From an optimization exercise on the open Yosys and OpenROAD flow, aimed at small area, a short achievable clock period and few clock cycles per item; shortcuts taken in it are not production practice. The RTL was checked by simulation tests, not by an equivalence proof against the original design. Power figures rest on the tool's default switching activity, not on a simulated workload.

===== config.mk =====
export PLATFORM = sky130hd
export DESIGN_NAME = counter_priority_task_scheduler_core
export DESIGN_NICKNAME = counter_priority_task_scheduler_core
export VERILOG_FILES = /design/flow/design.v
export SDC_FILE = /design/flow/constraint.sdc
export NUM_CORES = 4
export LEC_CHECK = 0
export CAP_MARGIN = 20
export CORE_MARGIN = 2
export CORE_UTILIZATION = 40
export SLEW_MARGIN = 20

===== constraint.sdc =====
create_clock -name core_clock -period 6.0 [get_ports {clock}]
set_input_delay 1.2000 -clock core_clock [delete_from_list [all_inputs] [get_ports {clock}]]
set_output_delay 1.2000 -clock core_clock [all_outputs]
set_load 0.01 [all_outputs]

===== design.v =====
package cpts_pkg;
   localparam int unsigned TASK_SLOTS_DEFAULT = 64;
   localparam int unsigned TASK_W  = 6;
   localparam int unsigned COUNT_W = 16;
   localparam int unsigned PRIO_W  = 8;
   localparam int unsigned NOPRE_W = 8;
   localparam int unsigned FUNC_W  = 3;
   localparam int unsigned CNT_W   = 9;
   localparam logic [FUNC_W-1:0] FUNC_TICK  = 3'd0;
   localparam logic [FUNC_W-1:0] FUNC_YIELD = 3'd1;
   localparam logic [FUNC_W-1:0] FUNC_PDIS  = 3'd2;
   localparam logic [FUNC_W-1:0] FUNC_PEN   = 3'd3;
   localparam logic [FUNC_W-1:0] FUNC_SET   = 3'd4;
endpackage
module cpts_scan #(
   parameter int unsigned N    = 64,
   parameter int unsigned KW   = 10,
   parameter int unsigned IW   = 6,
   parameter int unsigned CUT  = 32'b1001000
) (
   input  logic              clock,
   input  logic [N*KW-1:0]   keys,
   output logic [KW-1:0]     best,
   output logic [IW-1:0]     win
);
   localparam int unsigned W = KW + IW;
   logic [2*N*W-1:0] nodes;
   genvar j;
   generate
      for (j = 0; j < N; j++) begin : g_leaf
         assign nodes[(N+j)*W +: W] = {keys[j*KW +: KW], IW'(j)};
      end
      for (j = 1; j < N; j++) begin : g_node
         localparam int unsigned LVL = IW - $clog2(j + 1) + 1;
         logic [W-1:0] lc, rc, nc;
         logic         take_r;
         assign lc     = nodes[(2*j)*W +: W];
         assign rc     = nodes[(2*j+1)*W +: W];
         assign take_r = rc[W-1:IW] > lc[W-1:IW];
         assign nc     = take_r ? rc : lc;
         if ((CUT >> LVL) & 1) begin : g_reg
            logic [W-1:0] nr;
            always_ff @(posedge clock) nr <= nc;
            assign nodes[j*W +: W] = nr;
         end else begin : g_comb
            assign nodes[j*W +: W] = nc;
         end
      end
   endgenerate
   assign best = nodes[W+IW +: KW];
   assign win  = nodes[W +: IW];
endmodule
module counter_priority_task_scheduler_core #(
   parameter int unsigned TASK_SLOTS = cpts_pkg::TASK_SLOTS_DEFAULT
) (
   input  logic          clock,
   input  logic          reset,
   input  logic          req_valid,
   output logic          req_ready,
   input  logic [2:0]    req_func,
   input  logic [5:0]    req_slot,
   input  logic          req_present,
   input  logic          req_ready_req,
   input  logic [7:0]    req_prio,
   input  logic [7:0]    req_start_count,
   output logic          rsp_valid,
   input  logic          rsp_ready,
   output logic [5:0]    rsp_current_task,
   output logic          rsp_switched,
   output logic          rsp_rescheduled,
   output logic [15:0]   rsp_current_count
);
   localparam int unsigned N    = 64;
   localparam int unsigned IW   = 6;
   localparam int unsigned CW   = cpts_pkg::CNT_W;
   localparam int unsigned PW   = cpts_pkg::PRIO_W;
   localparam int unsigned NW   = cpts_pkg::NOPRE_W;
   localparam int unsigned KW   = CW + 1;
   localparam int unsigned TREE_CUT = 32'b1001000;
   localparam int unsigned TREE_LAT = 3;
   localparam int unsigned RSP_W    = 6 + 1 + 1 + 16;
   logic          r_valid;
   logic          r_tick, r_yield, r_pdis, r_pen, r_set;
   logic [IW-1:0] r_slot;
   logic          r_present, r_rdy;
   logic [PW-1:0] r_prio;
   logic [7:0]    r_start;
   logic          r_start_le1;
   logic [N-1:0]    t_v;             
   logic            p0, r0;
   logic [N*CW-1:0] t_cnt;
   logic [N*PW-1:0] t_prio;
   logic [N*NW-1:0] t_nopre;
   logic [IW-1:0]   run;
   logic [15:0]     run_cnt;
   logic [NW-1:0]   run_nopre;
   logic            run_le1;         
   logic            run_nz;          
   logic            refill_mode;     
   logic [1:0]      stale;           
   logic            stale_any;
   logic [N-1:0]    run_oh;
   logic [N*KW-1:0] keys;
   logic [KW-1:0]   tr_best;
   logic [IW-1:0]   tr_win;
   logic            s_any, s_zero, s_le1, s_nz;
   logic [CW-1:0]   s_best;
   logic [IW-1:0]   s_win;
   logic [NW-1:0]   s_nopre;
   always_comb begin
      for (int i = 0; i < N; i++) begin
         run_oh[i] = (run == IW'(i));
         keys[i*KW +: KW] = {t_v[i], (run_oh[i] && !refill_mode) ? CW'(0) : t_cnt[i*CW +: CW]};
      end
   end
   cpts_scan #(
      .N   (N),
      .KW  (KW),
      .IW  (IW),
      .CUT (TREE_CUT)
   ) u_scan (
      .clock (clock),
      .keys  (keys),
      .best  (tr_best),
      .win   (tr_win)
   );
   always_ff @(posedge clock) begin
      s_any   <= tr_best[CW];
      s_best  <= tr_best[CW-1:0];
      s_zero  <= (tr_best[CW-1:0] == '0);
      s_le1   <= (tr_best[CW-1:0] <= CW'(1));
      s_win   <= tr_win;
      s_nopre <= t_nopre[tr_win*NW +: NW];
      s_nz    <= (t_nopre[tr_win*NW +: NW] == '0);
   end
   logic             o0_valid, o1_valid;
   logic [RSP_W-1:0] o0_data, o1_data;
   logic [RSP_W-1:0] push_data;
   logic             pop;
   logic resched_op, go, do_simple, do_resch, do_none, do_refill, do_sw, do_post;
   logic consume, set_en, set_run, retire;
   logic [15:0] dec_cnt;
   logic [CW-1:0] c0e, c0_refill;
   assign resched_op = r_yield || (r_tick && run_le1 && run_nz);
   assign go         = r_valid && !o1_valid && !refill_mode;
   assign do_simple  = go && !resched_op;
   assign do_resch   = go && resched_op && !stale_any;
   assign do_none    = do_resch && !s_any;
   assign do_refill  = do_resch && s_any && s_zero;
   assign do_sw      = do_resch && s_any && !s_zero;
   assign do_post    = r_valid && !o1_valid && refill_mode && !stale_any;
   assign consume    = do_simple || do_none || do_sw || do_post;
   assign req_ready  = !r_valid || consume;
   assign set_en  = do_simple && r_set;
   assign set_run = (r_slot == run);
   assign retire  = do_none || do_sw || do_refill;
   assign dec_cnt = (run_cnt == 16'h8000) ? run_cnt : run_cnt - 16'd1;
   assign c0e       = (run == '0) ? CW'(0) : t_cnt[0 +: CW];
   assign c0_refill = p0 ? CW'(c0e >> 1) + CW'(t_prio[0 +: PW]) : c0e;
   always_ff @(posedge clock) begin
      if (reset) begin
         r_valid <= 1'b0;
      end else if (req_ready) begin
         r_valid <= req_valid;
      end
      if (req_ready) begin
         r_tick      <= (req_func == cpts_pkg::FUNC_TICK);
         r_yield     <= (req_func == cpts_pkg::FUNC_YIELD);
         r_pdis      <= (req_func == cpts_pkg::FUNC_PDIS);
         r_pen       <= (req_func == cpts_pkg::FUNC_PEN);
         r_set       <= (req_func == cpts_pkg::FUNC_SET);
         r_slot      <= req_slot;
         r_present   <= req_present;
         r_rdy       <= req_ready_req;
         r_prio      <= (req_prio == '0) ? PW'(1) : req_prio;
         r_start     <= req_start_count;
         r_start_le1 <= (req_start_count <= 8'd1);
      end
   end
   always_ff @(posedge clock) begin
      for (int i = 0; i < N; i++) begin
         if (set_en && (r_slot == IW'(i))) begin
            t_cnt[i*CW +: CW]   <= CW'(r_start);
            t_prio[i*PW +: PW]  <= r_prio;
            t_nopre[i*NW +: NW] <= '0;
         end else begin
            if (do_refill) begin
               t_cnt[i*CW +: CW] <= (i == 0) ? c0_refill : CW'(t_prio[i*PW +: PW]);
            end else if ((do_none || do_sw) && run_oh[i]) begin
               t_cnt[i*CW +: CW] <= '0;
            end
            if (retire && run_oh[i]) begin
               t_nopre[i*NW +: NW] <= run_nopre;
            end
         end
      end
      if (reset) begin
         t_cnt[0 +: CW]   <= '0;
         t_prio[0 +: PW]  <= PW'(1);
         t_nopre[0 +: NW] <= '0;
      end
   end
   always_ff @(posedge clock) begin
      if (reset) begin
         t_v <= N'(1);
         p0  <= 1'b1;
         r0  <= 1'b1;
      end else if (set_en) begin
         for (int i = 0; i < N; i++) begin
            if (r_slot == IW'(i)) t_v[i] <= r_present && r_rdy;
         end
         if (r_slot == '0) begin
            p0 <= r_present;
            r0 <= r_rdy;
         end
      end
   end
   always_ff @(posedge clock) begin
      if (reset) begin
         run         <= '0;
         run_cnt     <= '0;
         run_nopre   <= '0;
         run_le1     <= 1'b1;
         run_nz      <= 1'b1;
         refill_mode <= 1'b0;
      end else begin
         if (do_simple) begin
            if (r_tick) begin
               run_cnt <= dec_cnt;
               run_le1 <= run_cnt[15] || (run_cnt <= 16'd2);
            end
            if (r_pdis) begin
               if (run_nopre != '1) run_nopre <= run_nopre + NW'(1);
               run_nz <= 1'b0;
            end
            if (r_pen) begin
               if (run_nopre != '0) run_nopre <= run_nopre - NW'(1);
               run_nz <= (run_nopre <= NW'(1));
            end
            if (r_set && set_run) begin
               run_cnt   <= 16'(r_start);
               run_le1   <= r_start_le1;
               run_nopre <= '0;
               run_nz    <= 1'b1;
            end
         end
         if (do_none) begin
            run     <= '0;
            run_cnt <= 16'(c0e);
            run_le1 <= (c0e <= CW'(1));
            if (run != '0) begin
               run_nopre <= t_nopre[0 +: NW];
               run_nz    <= (t_nopre[0 +: NW] == '0);
            end
         end
         if (do_refill) begin
            refill_mode <= 1'b1;
         end
         if (do_sw || do_post) begin
            run         <= s_win;
            run_cnt     <= 16'(s_best);
            run_le1     <= s_le1;
            run_nopre   <= s_nopre;
            run_nz      <= s_nz;
            refill_mode <= 1'b0;
         end
      end
   end
   always_ff @(posedge clock) begin
      if (reset || set_en || do_resch || do_post) begin
         stale     <= 2'(TREE_LAT);
         stale_any <= 1'b1;
      end else if (stale != '0) begin
         stale     <= stale - 2'd1;
         stale_any <= (stale != 2'd1);
      end
   end
   always_comb begin
      push_data = {run, 1'b0, 1'b0, run_cnt};
      if (do_simple) begin
         if (r_tick)
            push_data = {run, 1'b0, 1'b0, dec_cnt};
         else if (r_set && set_run)
            push_data = {run, 1'b0, 1'b0, 16'(r_start)};
      end else if (do_none) begin
         push_data = {IW'(0), (run != '0), 1'b1, 16'(c0e)};
      end else begin
         push_data = {s_win, (s_win != run), 1'b1, 16'(s_best)};
      end
   end
   assign pop = o0_valid && rsp_ready;
   always_ff @(posedge clock) begin
      if (reset) begin
         o0_valid <= 1'b0;
         o1_valid <= 1'b0;
      end else begin
         if (!o0_valid || pop) begin
            o0_valid <= o1_valid || consume;
            o1_valid <= 1'b0;
         end else if (consume) begin
            o1_valid <= 1'b1;
         end
      end
      if (!o0_valid || pop) begin
         o0_data <= o1_valid ? o1_data : push_data;
      end
      if (consume && !((!o0_valid || pop) && !o1_valid)) begin
         o1_data <= push_data;
      end
   end
   assign rsp_valid         = o0_valid;
   assign rsp_current_task  = o0_data[RSP_W-1 -: 6];
   assign rsp_switched      = o0_data[17];
   assign rsp_rescheduled   = o0_data[16];
   assign rsp_current_count = o0_data[15:0];
endmodule

===== run.sh =====
#!/bin/bash
# synth_recipe.tcl (not shown) runs the flow's synth.tcl, then flattens the netlist and writes it again
# the make line also repeats each setting of config.mk as NAME=value (left out here)
make -C /OpenROAD-flow-scripts/flow DESIGN_CONFIG=/design/flow/config.mk WORK_HOME=/design/flow/orfs CLKGATE_MAP_FILE= SYNTH_SCRIPT=/design/flow/synth_recipe.tcl finish

==> summary.md <==
The number of different library cells used by synthesis comes to 89. The number of endpoints with negative hold slack in the final report came out at 0. Leaving out fill and tap cells, the most frequent cell in the layout is buf_4.

The worst ir drop on vdd is 0.313 mV. Dividing the final minimum period by the clock period gives 106%. The worst slew margin relative to its limit was 16.4%; the total power after layout was 31800 uW. The global-route wire length before repair came out at 513000 um. The run finished, with violations left. The power per standard cell area came out at 248 mW/mm^2. The maximum count of clock buffers along a single path is 3.

The slowest cell on the critical path was o41ai_4. The final routed wire length divided by cell count was 25.1 um; the number of levels the H-tree was split into was 4. In this run the cell area of the synthesized design comes to 0.0952 mm^2. After detailed routing, the number of remaining DRC violations is 0. The tools report the minimum setup slack in the final design as -0.366 ns. The congestion estimate from routability-driven global placement came to 0.977. The final net count came out at 11448. Path class of the lowest-slack min-delay path: reg2reg.

Max-cap violations in this run came to 0. The final critical-path required period was 6.37 ns; the starting DRC count in detailed routing was 8202. The total track usage was 28.0%; the peak per-stage delay on the critical path was 0.42 ns.

Using the TritonRoute via totals, the vias-per-cell ratio works out to 5.77. The analysis attributes to cell leakage a power of 0.0508 uW. The type of element capturing the critical path is a register. The Yosys step of the flow raised 2 warnings.

Detailed placement ended at an HPWL of 237000 um. The tools report the number of buffers created by CTS as 199. The final max-slew violation count was 0; the data arrival time of the critical path was 7.11 ns. Cells fill 53.9% of the core in the end. The count of flip-flops with a built-in enable after synthesis came out at 1086. STA classifies the critical path startpoint as a register.

Measured along the x axis, the die boundary spans 492 um. The overall die area came out at 0.242 mm^2. The later pin in the worst-skew pair is clocked with a latency of 0.88 ns.

The number of I/O port buffers was 56; the maximum clock frequency was 157 MHz. The required time of the critical path was 6.74 ns; the fraction of final layout cells with drive strength greater than 1 was 32.5%. The run gives 356000 um as the routed wire length. Setup repair after global routing could not meet its margin everywhere. Leaving out fill and tap cells, the most frequent cells in the layout are buf_4 (1638), nand2_1 (1362), edfxtp_1 (1086), dfxtp_1 (752), a21oi_1 (745). Averaged over all synthesized cells, the footprint is 10.3 um^2. For the I/O pin count, the log shows 57.

Top flip-flop cell by instance count after synthesis: edfxtp_1. The tools report the effective utilization at floorplan as 40.1%. Worst setup skew after layout: 0.0373 ns. The slew of the pin with the lowest slew margin works out to 1.25 ns.

The layout checks failed on setup timing. After synthesis, the share of flip-flops with an asynchronous set or reset is 0%. Counting every sink on the clock net gives 1859. Cell repeated most along the worst path: buf_6. The largest fanout on the critical path is 6.

Synthesis produced a netlist whose cell count is 9250. Summed over all layers, the global routing overflow is 0. The count of nets left with antenna violations once routing finished came out at 0. The floorplan step set the die height to 492 um. TritonCTS built the clock tree. The synthesized design contains 1859 register bits. The floorplan has 179 rows. Across all layers, the routed design uses 81817 vias. The tools report the number of global-route vias before repair as 79692. For the number of nets in the synthesized netlist, the log shows 9865.

The core region is 0.237 mm^2. The hold buffer count at cts came out at 0. The tools report the portion of the post-synthesis area used by sequential elements as 50.5%.

Counting both buffers and inverters, the worst setup path holds a total of 12. The pre-antenna-repair detailed-routing pass consisted of 9 iterations. The root cell of the clock tree is clkbuf_16. The layout overhead on the synthesized area came out at 34.4%. The initial antenna violation count was 24; the clock slew at the register clock pins of the worst setup and hold paths was 0.07 ns.

Setup violations remaining at the end of the flow were counted as 74. The run gives 129 as the pin count of the biggest net entering global routing. The critical path is of the reg2reg type. The kind of cell with the highest combined delay on the critical path is compound AO/OA/AOI/OAI gates.
==> cells by family (layout without fill, tap and decap cells) <==
group                    count (synthesis)  in the layout  share of synthesized area, %
AO/OA/AOI/OAI                         2340           2349                          16.7
XOR/XNOR                                25             25                         0.230
adder cells (fa/ha/maj)                584            584                          7.68
buffers and inverters                 1094           2842                          4.43
flip-flops                            1859           1859                          50.5
multiplexers                           518            518                          7.22
other                                    0              8                             0
AND/OR/NAND/NOR                       2830           2832                          13.2
==> state kept, by name, summed over array words and instances, names as in the netlist, 9 cells and up <==
register / count
o1_data: 24
u_scan.g_node.g_reg.nr: 113
t_prio: 512
t_v: 64
t_cnt: 513
o0_data: 24
s_best: 9
run_cnt: 16
t_nopre: 512
==> worst register-to-register path: cells and delay by family, from the launching register on <==
kind	cells	cell delay, ns
buffers and inverters	12	1.68
adder cells (fa/ha/maj)	3	0.75
AND/OR/NAND/NOR	5	0.67
AO/OA/AOI/OAI	15	2.76
flip-flops	1	0.38
==> path summary, 6_finish.rpt <==
path	cells past startpoint	end	slack [ns]	from
min reg2reg	0	s_any	0.32	u_scan.g_node[1].g_reg.nr[15]
max reg2reg	35	u_scan.g_node[8].g_reg.nr[13]	-0.37	run[3]
max	35	u_scan.g_node[8].g_reg.nr[13]	-0.37	run[3]
min	0	s_any	0.32	u_scan.g_node[1].g_reg.nr[15]
==> stage by stage <==
stage                     instances  setup slack, ns  instance area [um^2]  setup TNS, ns  hold slack, ns
after floorplan                9250          -0.0577                 95600          -1.22           0.310
after global placement        13472            -1.30                110000         -62.83           0.322
after detailed placement      13473            -1.23                110000         -73.13           0.322
after CTS                     14046           -0.134                122000         -0.736           0.336
after global routing          14181           -0.635                128000         -30.59           0.345
final                         14184           -0.366                128000          -8.36           0.322
==> cells in the mapped netlist (all sizes together) (13+ instances only) <==
master | count | area, um^2
or3 | 38 | 238
nand3b | 34 | 255
a211oi | 67 | 508
o211ai | 28 | 210
nor2b | 39 | 244
nor4 | 20 | 125
o21a | 45 | 338
a21o | 137 | 1030
o32ai | 21 | 184
nand2b | 59 | 369
nor3 | 89 | 465
a31o | 20 | 175
a32oi | 13 | 114
o22ai | 27 | 169
o21bai | 16 | 120
a221oi | 42 | 368
a21oi | 867 | 4340
mux2i | 318 | 3180
a31oi | 26 | 163
or2 | 18 | 113
o31ai | 19 | 143
mux2 | 72 | 811
ha | 583 | 7290
a211o | 14 | 123
a311oi | 27 | 243
a32o | 16 | 160
nand2 | 1559 | 5850
a22oi | 46 | 345
o21ai | 238 | 1190
o221ai | 33 | 289
xor2 | 13 | 114
mux4 | 128 | 2880
and2 | 103 | 644
buf | 106 | 507
nand4 | 62 | 388
clkbuf | 473 | 1780
inv | 515 | 1930
nor2 | 307 | 1170
or4 | 15 | 116
a2111oi | 25 | 219
nand3 | 419 | 2100
edfxtp | 1086 | 32600
and3 | 31 | 194
dfxtp | 773 | 15500
a22o | 534 | 4680
==> power breakdown <==
group	switching (uW)	total [uW]	leakage, uW	internal [uW]
registers	252	14000	0.0154	13700
clock network	5480	13100	0.00336	7580
logic	2700	4750	0.0321	2050
==> layer usage <==
layer | track usage [%] | wire, um
met4 | 13.5 | 19200
met1 | 37.1 | 145000
met2 | 44.2 | 162000
met3 | 5.00 | 29700
met5 | 0 | 201
==> timing repair <==
action / 4_1_cts / 5_1_grt
pin swaps: 155 / 343
gates resized for setup: 712 / 939
setup endpoints to repair: 110 / 112
buffers inserted: 179 / 136
cloned: 20 / 7
==> area by class of cell <==
type / instances / area [um^2]
fill: 20071 / 109000
multi-input combinational: 6308 / 50400
sequential: 1859 / 48100
timing repair buffer: 1949 / 16500
clock buffer: 263 / 5540
tap: 3167 / 3960
inverter: 515 / 1940
clock inverter: 114 / 1380
antenna: 8 / 20.0
timing repair inverter: 1 / 7.51
Testbench counts, summed over its fixed seeds: cycles 26,689, items 24,192.

## afterwards: timing with drivers on the ports
In the flow no input, the clock included, has a driving cell. The finished layout below was timed again as built, in two steps. Step 1, drivers: a clkbuf_16 drives clock and a buf_2 each remaining input, both assumed. Step 2 also shifts input and output timing later by t, the mid clock arrival at the registers, as if the neighbouring blocks saw the same clock. Slacks: ideal ports / drivers / drivers and shift; pairs: ideal ports / drivers.
t, ns: 0.953
setup WS [ns]: -0.366 / -0.366 / -0.366
worst setup path at the end: register to register
worst slew at a driven data input, ns: 0.16
pins driven straight from the clock port: 1
The setup slack of this run moves by 0.000 ns with the drivers and by 0.000 ns with both steps.
